Background: an optimization exercise with open tools, aiming at a short achievable clock period and few clock cycles per item. Do not read the settings as production practice.
The RTL was checked by simulation tests, not by an equivalence proof against the original design.

Setup of job 9296:
Design process_engine, start of the top module:
module process_engine #(
  parameter int INDEX_WIDTH  = 4,
  parameter int READ_LATENCY = 2
) (
  input  logic                           clock,
  input  logic                           reset,
  input  logic                           input_valid,
  input  logic [1:0]                     opcode,
  input  logic [hash_pkg::KEY_WIDTH-1:0] key,
  input  logic [hash_pkg::VAL_WIDTH-1:0] wr_data,
  output logic                           stall,
  output logic                           output_valid,
  output logic [hash_pkg::VAL_WIDTH-1:0] val_out,
  output logic [2:0]                     rescode
);
  localparam int NB = 16;                   
  localparam int NS = hash_pkg::NUM_SLOTS;  
  localparam int NE = NB * NS;              
  localparam int KW = hash_pkg::KEY_WIDTH;
  localparam int VW = hash_pkg::VAL_WIDTH;
  localparam int NP = 8;                    
  logic [NE-1:0]    t_valid;
  logic [NE*KW-1:0] t_key;
  logic [NE*VW-1:0] t_val;
  assign stall = 1'b0;
  logic          a_v, h_v, b_v, c_v, d_v;
  logic [1:0]    a_op, h_op, b_op;
  logic [KW-1:0] a_key, h_key, b_key, c_key, d_key;
  logic [VW-1:0] a_data, h_data, b_data, c_data;
  logic [NB-1:0] a_boh, h_boh, b_boh, c_boh, d_boh;   
  logic          a_kz, h_kz, b_kz;                    
  logic [NE-1:0] h_match;                
  logic [NS-1:0] h_free, b_free;         
  logic [NS-1:0] b_hit;                  
  logic          b_sk1, b_sb1;           
  logic          b_sk2, b_sb2;           
  logic          b_sk3, b_sb3;           
  logic [2:0]    c_code, d_code;
  logic          c_prs, d_prs, e_prs;    
  ...
For scale: about 5700 cells after synthesis, roughly 2600 flip-flops, ~58 I/O pins, about 94000 um^2 of cells after synthesis.
==> module process_engine, before the edit <==
module process_engine #(
  parameter int INDEX_WIDTH  = 4,
  parameter int READ_LATENCY = 2
) (
  input  logic                           clock,
  input  logic                           reset,
  input  logic                           input_valid,
  input  logic [1:0]                     opcode,
  input  logic [hash_pkg::KEY_WIDTH-1:0] key,
  input  logic [hash_pkg::VAL_WIDTH-1:0] wr_data,
  output logic                           stall,
  output logic                           output_valid,
  output logic [hash_pkg::VAL_WIDTH-1:0] val_out,
  output logic [2:0]                     rescode
);
  localparam int NB = 16;                   
  localparam int NS = hash_pkg::NUM_SLOTS;  
  localparam int NE = NB * NS;              
  localparam int KW = hash_pkg::KEY_WIDTH;
  localparam int VW = hash_pkg::VAL_WIDTH;
  localparam int NP = 8;                    
  logic [NE-1:0]    t_valid;
  logic [NE*KW-1:0] t_key;
  logic [NE*VW-1:0] t_val;
  assign stall = 1'b0;
  logic          a_v, h_v, b_v, c_v, d_v;
  logic [1:0]    a_op, h_op, b_op;
  logic [KW-1:0] a_key, h_key, b_key, c_key, d_key;
  logic [VW-1:0] a_data, h_data, b_data, c_data;
  logic [NB-1:0] a_boh, h_boh, b_boh, c_boh, d_boh;   
  logic          a_kz, h_kz, b_kz;                    
  logic [NE-1:0] h_match;                
  logic [NS-1:0] h_free, b_free;         
  logic [NS-1:0] b_hit;                  
  logic          b_sk1, b_sb1;           
  logic          b_sk2, b_sb2;           
  logic          b_sk3, b_sb3;           
  logic [2:0]    c_code, d_code;
  logic          c_prs, d_prs, e_prs;    
  logic [NS-1:0] c_slot, d_slot, e_slot;   
  logic [NS-1:0] c_free, d_free, e_free;   
  logic [NS-1:0] c_wr;                   
  logic [NS-1:0] c_del;                  
  logic [NS-1:0] c_rd;                   
  logic [VW-1:0] d_part [NP];            
  always_ff @(posedge clock) begin
    a_v    <= !reset && input_valid && (opcode != hash_pkg::OP_NOP);
    a_op   <= opcode;
    a_key  <= key;
    a_data <= wr_data;
    a_boh  <= NB'(1) << (key[3:0] ^ key[7:4] ^ key[11:8] ^ key[15:12]);
    a_kz   <= (key == '0);
  end
  logic [NE-1:0] a_match;
  logic [NS-1:0] a_free;
  always_comb begin
    for (int e = 0; e < NE; e++) begin
      a_match[e] = t_valid[e] && (t_key[e*KW +: KW] == a_key);
    end
    for (int s = 0; s < NS; s++) begin
      a_free[s] = 1'b1;
      for (int b = 0; b < NB; b++) begin
        a_free[s] = a_free[s] & !(a_boh[b] && t_valid[b*NS+s]);
      end
    end
  end
  always_ff @(posedge clock) begin
    h_v     <= !reset && a_v;
    h_op    <= a_op;
    h_key   <= a_key;
    h_data  <= a_data;
    h_boh   <= a_boh;
    h_kz    <= a_kz;
    h_match <= a_match;
    h_free  <= a_free;
  end
  logic [NS-1:0] h_hit;
  always_comb begin
    for (int s = 0; s < NS; s++) begin
      h_hit[s] = 1'b0;
      for (int b = 0; b < NB; b++) begin
        h_hit[s] = h_hit[s] | h_match[b*NS+s];
      end
    end
  end
  always_ff @(posedge clock) begin
    b_v    <= !reset && h_v;
    b_op   <= h_op;
    b_key  <= h_key;
    b_data <= h_data;
    b_boh  <= h_boh;
    b_kz   <= h_kz;
    b_hit  <= h_hit;
    b_free <= h_free;
    b_sk1  <= b_v && (b_key == h_key);
    b_sb1  <= b_v && (b_boh == h_boh);
    b_sk2  <= c_v && (c_key == h_key);
    b_sb2  <= c_v && (c_boh == h_boh);
    b_sk3  <= d_v && (d_key == h_key);
    b_sb3  <= d_v && (d_boh == h_boh);
  end
  logic [NS-1:0] hit, free, flo, wr_slot, del_slot;
  logic          any_hit, any_free, is_s, is_i, is_d, ins_new, upd, del;
  logic [2:0]    code;
  always_comb begin
    if (b_sk1)      hit = c_prs ? c_slot : '0;
    else if (b_sk2) hit = d_prs ? d_slot : '0;
    else if (b_sk3) hit = e_prs ? e_slot : '0;
    else            hit = b_hit;
    if (b_sb1)      free = c_free;
    else if (b_sb2) free = d_free;
    else if (b_sb3) free = e_free;
    else            free = b_free;
    any_hit  = |hit;
    any_free = |free;
    flo[0]   = free[0];
    flo[1]   = free[1] && !free[0];
    flo[2]   = free[2] && !free[1] && !free[0];
    flo[3]   = free[3] && !free[2] && !free[1] && !free[0];
    is_s     = (b_op == hash_pkg::OP_SEARCH);
    is_i     = (b_op == hash_pkg::OP_INSERT);
    is_d     = (b_op == hash_pkg::OP_DELETE);
    upd      = b_v && is_i && any_hit;
    ins_new  = b_v && is_i && !any_hit && any_free && !b_kz;
    del      = b_v && is_d && any_hit;
    wr_slot  = (upd ? hit : '0) | (ins_new ? flo : '0);
    del_slot = del ? hit : '0;
    if (is_s)      code = any_hit ? hash_pkg::RES_FOUND : hash_pkg::RES_MISS;
    else if (is_i) code = any_hit ? hash_pkg::RES_UPDATED :
                          (any_free ? hash_pkg::RES_INSERTED : hash_pkg::RES_FULL);
    else if (is_d) code = any_hit ? hash_pkg::RES_DELETED : hash_pkg::RES_MISS;
    else           code = hash_pkg::RES_MISS;
  end
  always_ff @(posedge clock) begin
    c_v    <= !reset && b_v;
    c_key  <= b_key;
    c_data <= b_data;
    c_boh  <= b_boh;
    c_code <= code;
    c_prs  <= is_s ? any_hit : (is_i ? (any_hit || (any_free && !b_kz)) : 1'b0);
    c_slot <= any_hit ? hit : flo;
    c_free <= (free & ~(ins_new ? flo : '0)) | del_slot;
    c_wr   <= wr_slot;
    c_del  <= del_slot;
    c_rd   <= is_s ? hit : '0;
  end
  for (genvar e = 0; e < NE; e++) begin : g_entry
    always_ff @(posedge clock) begin
      if (reset) begin
        t_valid[e] <= 1'b0;
      end else if (c_v && c_boh[e/NS] && c_wr[e%NS]) begin
        t_valid[e] <= 1'b1;
      end else if (c_v && c_boh[e/NS] && c_del[e%NS]) begin
        t_valid[e] <= 1'b0;
      end
    end
    always_ff @(posedge clock) begin
      if (c_v && c_boh[e/NS] && c_wr[e%NS]) begin
        t_key[e*KW +: KW] <= c_key;
        t_val[e*VW +: VW] <= c_data;
      end
    end
  end
  logic [VW-1:0] rd_part [NP];
  always_comb begin
    for (int g = 0; g < NP; g++) begin
      rd_part[g] = '0;
      for (int e = g*NE/NP; e < (g+1)*NE/NP; e++) begin
        if (c_boh[e/NS] && c_rd[e%NS]) rd_part[g] = rd_part[g] | t_val[e*VW +: VW];
      end
    end
  end
  always_ff @(posedge clock) begin
    d_v    <= !reset && c_v;
    d_key  <= c_key;
    d_boh  <= c_boh;
    d_code <= c_code;
    d_prs  <= c_prs;
    d_slot <= c_slot;
    d_free <= c_free;
    for (int g = 0; g < NP; g++) d_part[g] <= rd_part[g];
  end
  always_ff @(posedge clock) begin
    output_valid <= !reset && d_v;
    rescode      <= d_code;
    val_out      <= d_part[0] | d_part[1] | d_part[2] | d_part[3] |
                    d_part[4] | d_part[5] | d_part[6] | d_part[7];
    e_prs        <= d_prs;
    e_slot       <= d_slot;
    e_free       <= d_free;
  end
endmodule
clock: 5.0 ns
lec_check: 0
abc_clock_period_in_ps: 2000
cap_margin: 20
core_margin: 2
core_utilization: 55
cts_cluster_diameter: 100
cts_cluster_size: 20
setup_slack_margin: 3.0
slew_margin: 20
run.sh (not shown) runs the stock make flow with config.mk's settings and CLKGATE_MAP_FILE= SYNTH_SCRIPT=/design/flow/synth_recipe.tcl, a recipe that flattens the netlist after the stock synthesis.
Testbench counts of job 9296, summed over its fixed seeds: cycles 16,048, items 16,000.
Modified inputs, job 5231 compared to job 9296
-- flow/design.v --
<<< job 9296, line 51
  logic [NE*VW-1:0] t_val;
  assign stall = 1'b0;
  logic          a_v, h_v, b_v, c_v, d_v;
  logic [1:0]    a_op, h_op, b_op;
  logic [KW-1:0] a_key, h_key, b_key, c_key, d_key;
  logic [VW-1:0] a_data, h_data, b_data, c_data;
  logic [NB-1:0] a_boh, h_boh, b_boh, c_boh, d_boh;   
  logic          a_kz, h_kz, b_kz;                    
  logic [NE-1:0] h_match;                
  logic [NS-1:0] h_free, b_free;         
>>> job 5231, line 51
  logic [NE*VW-1:0] t_val;
  assign stall = 1'b0;
  logic          h_v, b_v, c_v, d_v;
  logic [1:0]    h_op, b_op;
  logic [KW-1:0] h_key, b_key, c_key, d_key;
  logic [VW-1:0] h_data, b_data, c_data;
  logic [NB-1:0] h_boh, b_boh, c_boh, d_boh;   
  logic          h_kz, b_kz;                    
  logic [NE-1:0] h_match;                
  logic [NS-1:0] h_free, b_free;         
<<< job 9296, line 71
  logic [NS-1:0] c_rd;                   
  logic [VW-1:0] d_part [NP];            
  always_ff @(posedge clock) begin
    a_v    <= !reset && input_valid && (opcode != hash_pkg::OP_NOP);
    a_op   <= opcode;
    a_key  <= key;
    a_data <= wr_data;
    a_boh  <= NB'(1) << (key[3:0] ^ key[7:4] ^ key[11:8] ^ key[15:12]);
    a_kz   <= (key == '0);
  end
  logic [NE-1:0] a_match;
  logic [NS-1:0] a_free;
  always_comb begin
    for (int e = 0; e < NE; e++) begin
      a_match[e] = t_valid[e] && (t_key[e*KW +: KW] == a_key);
    end
    for (int s = 0; s < NS; s++) begin
      a_free[s] = 1'b1;
      for (int b = 0; b < NB; b++) begin
        a_free[s] = a_free[s] & !(a_boh[b] && t_valid[b*NS+s]);
      end
    end
  end
  always_ff @(posedge clock) begin
    h_v     <= !reset && a_v;
    h_op    <= a_op;
    h_key   <= a_key;
    h_data  <= a_data;
    h_boh   <= a_boh;
    h_kz    <= a_kz;
    h_match <= a_match;
    h_free  <= a_free;
  end
  logic [NS-1:0] h_hit;
>>> job 5231, line 71
  logic [NS-1:0] c_rd;                   
  logic [VW-1:0] d_part [NP];            
  logic [NE-1:0] in_match;
  logic [NB-1:0] in_boh;
  logic [NS-1:0] in_free;
  always_comb begin
    in_boh = NB'(1) << (key[3:0] ^ key[7:4] ^ key[11:8] ^ key[15:12]);
    for (int e = 0; e < NE; e++) begin
      in_match[e] = t_valid[e] && (t_key[e*KW +: KW] == key);
    end
    for (int s = 0; s < NS; s++) begin
      in_free[s] = 1'b1;
      for (int b = 0; b < NB; b++) begin
        in_free[s] = in_free[s] & !(in_boh[b] && t_valid[b*NS+s]);
      end
    end
  end
  always_ff @(posedge clock) begin
    h_v     <= !reset && input_valid && (opcode != hash_pkg::OP_NOP);
    h_op    <= opcode;
    h_key   <= key;
    h_data  <= wr_data;
    h_boh   <= in_boh;
    h_kz    <= (key == '0);
    h_match <= in_match;
    h_free  <= in_free;
  end
  logic [NS-1:0] h_hit;
==> comparison <==
All of job 9296 and job 5231 finish clean.
Job 9296 -> job 5231: average vias per placed instance flat
Looking at fraction of final layout cells with drive strength greater than 1 across job 9296 and job 5231, the one that comes out higher is job 5231.
The timing-limited maximum frequency of job 5231 was inferior to that of job 9296.
The utilization of job 9296 and that of job 5231 are within noise of each other.
Looking at worst-path cell with the longest stage delay, the sky130_fd_sc_hd__dfxtp_4 result is from job 5231; the sky130_fd_sc_hd__dfxtp_2 one comes from job 9296.
Lower overall routing resource usage goes to job 5231 over job 9296.
Testbench counts of job 5231, summed over its fixed seeds: cycles 16,040, items 16,000.

[port drivers added, routing unchanged]
No port has a modelled driver above. Below, the same layouts with a new extraction and two added sets of constraints.
Step 1 (the two cells are an assumption about what drives the block):
set clk [get_ports {clock}]
set_driving_cell -lib_cell sky130_fd_sc_hd__clkbuf_16 $clk
set_driving_cell -lib_cell sky130_fd_sc_hd__buf_2 [delete_from_list [all_inputs] $clk]
Step 2 also shifts input and output timing later by t, the mid clock arrival at the registers, as if the neighbouring blocks saw the same clock.
Slacks: ideal ports / drivers / drivers and shift; pairs: ideal ports / drivers.
run	t (ns)	slack for setup (ns)	hold slack, ns	worst data-port slew with drivers (ns)
job 9296	0.903	2.741 / 2.649 / 2.397	0.317 / 0.317 / 0.317	0.07
job 5231	0.913	2.696 / 2.605 / 1.942	0.318 / 0.318 / 0.318	0.28
After both steps setup and hold are still met in every run listed. For job 5231, which loses most, drivers alone change the setup slack by -0.091 ns; drivers and shift together by -0.754 ns.
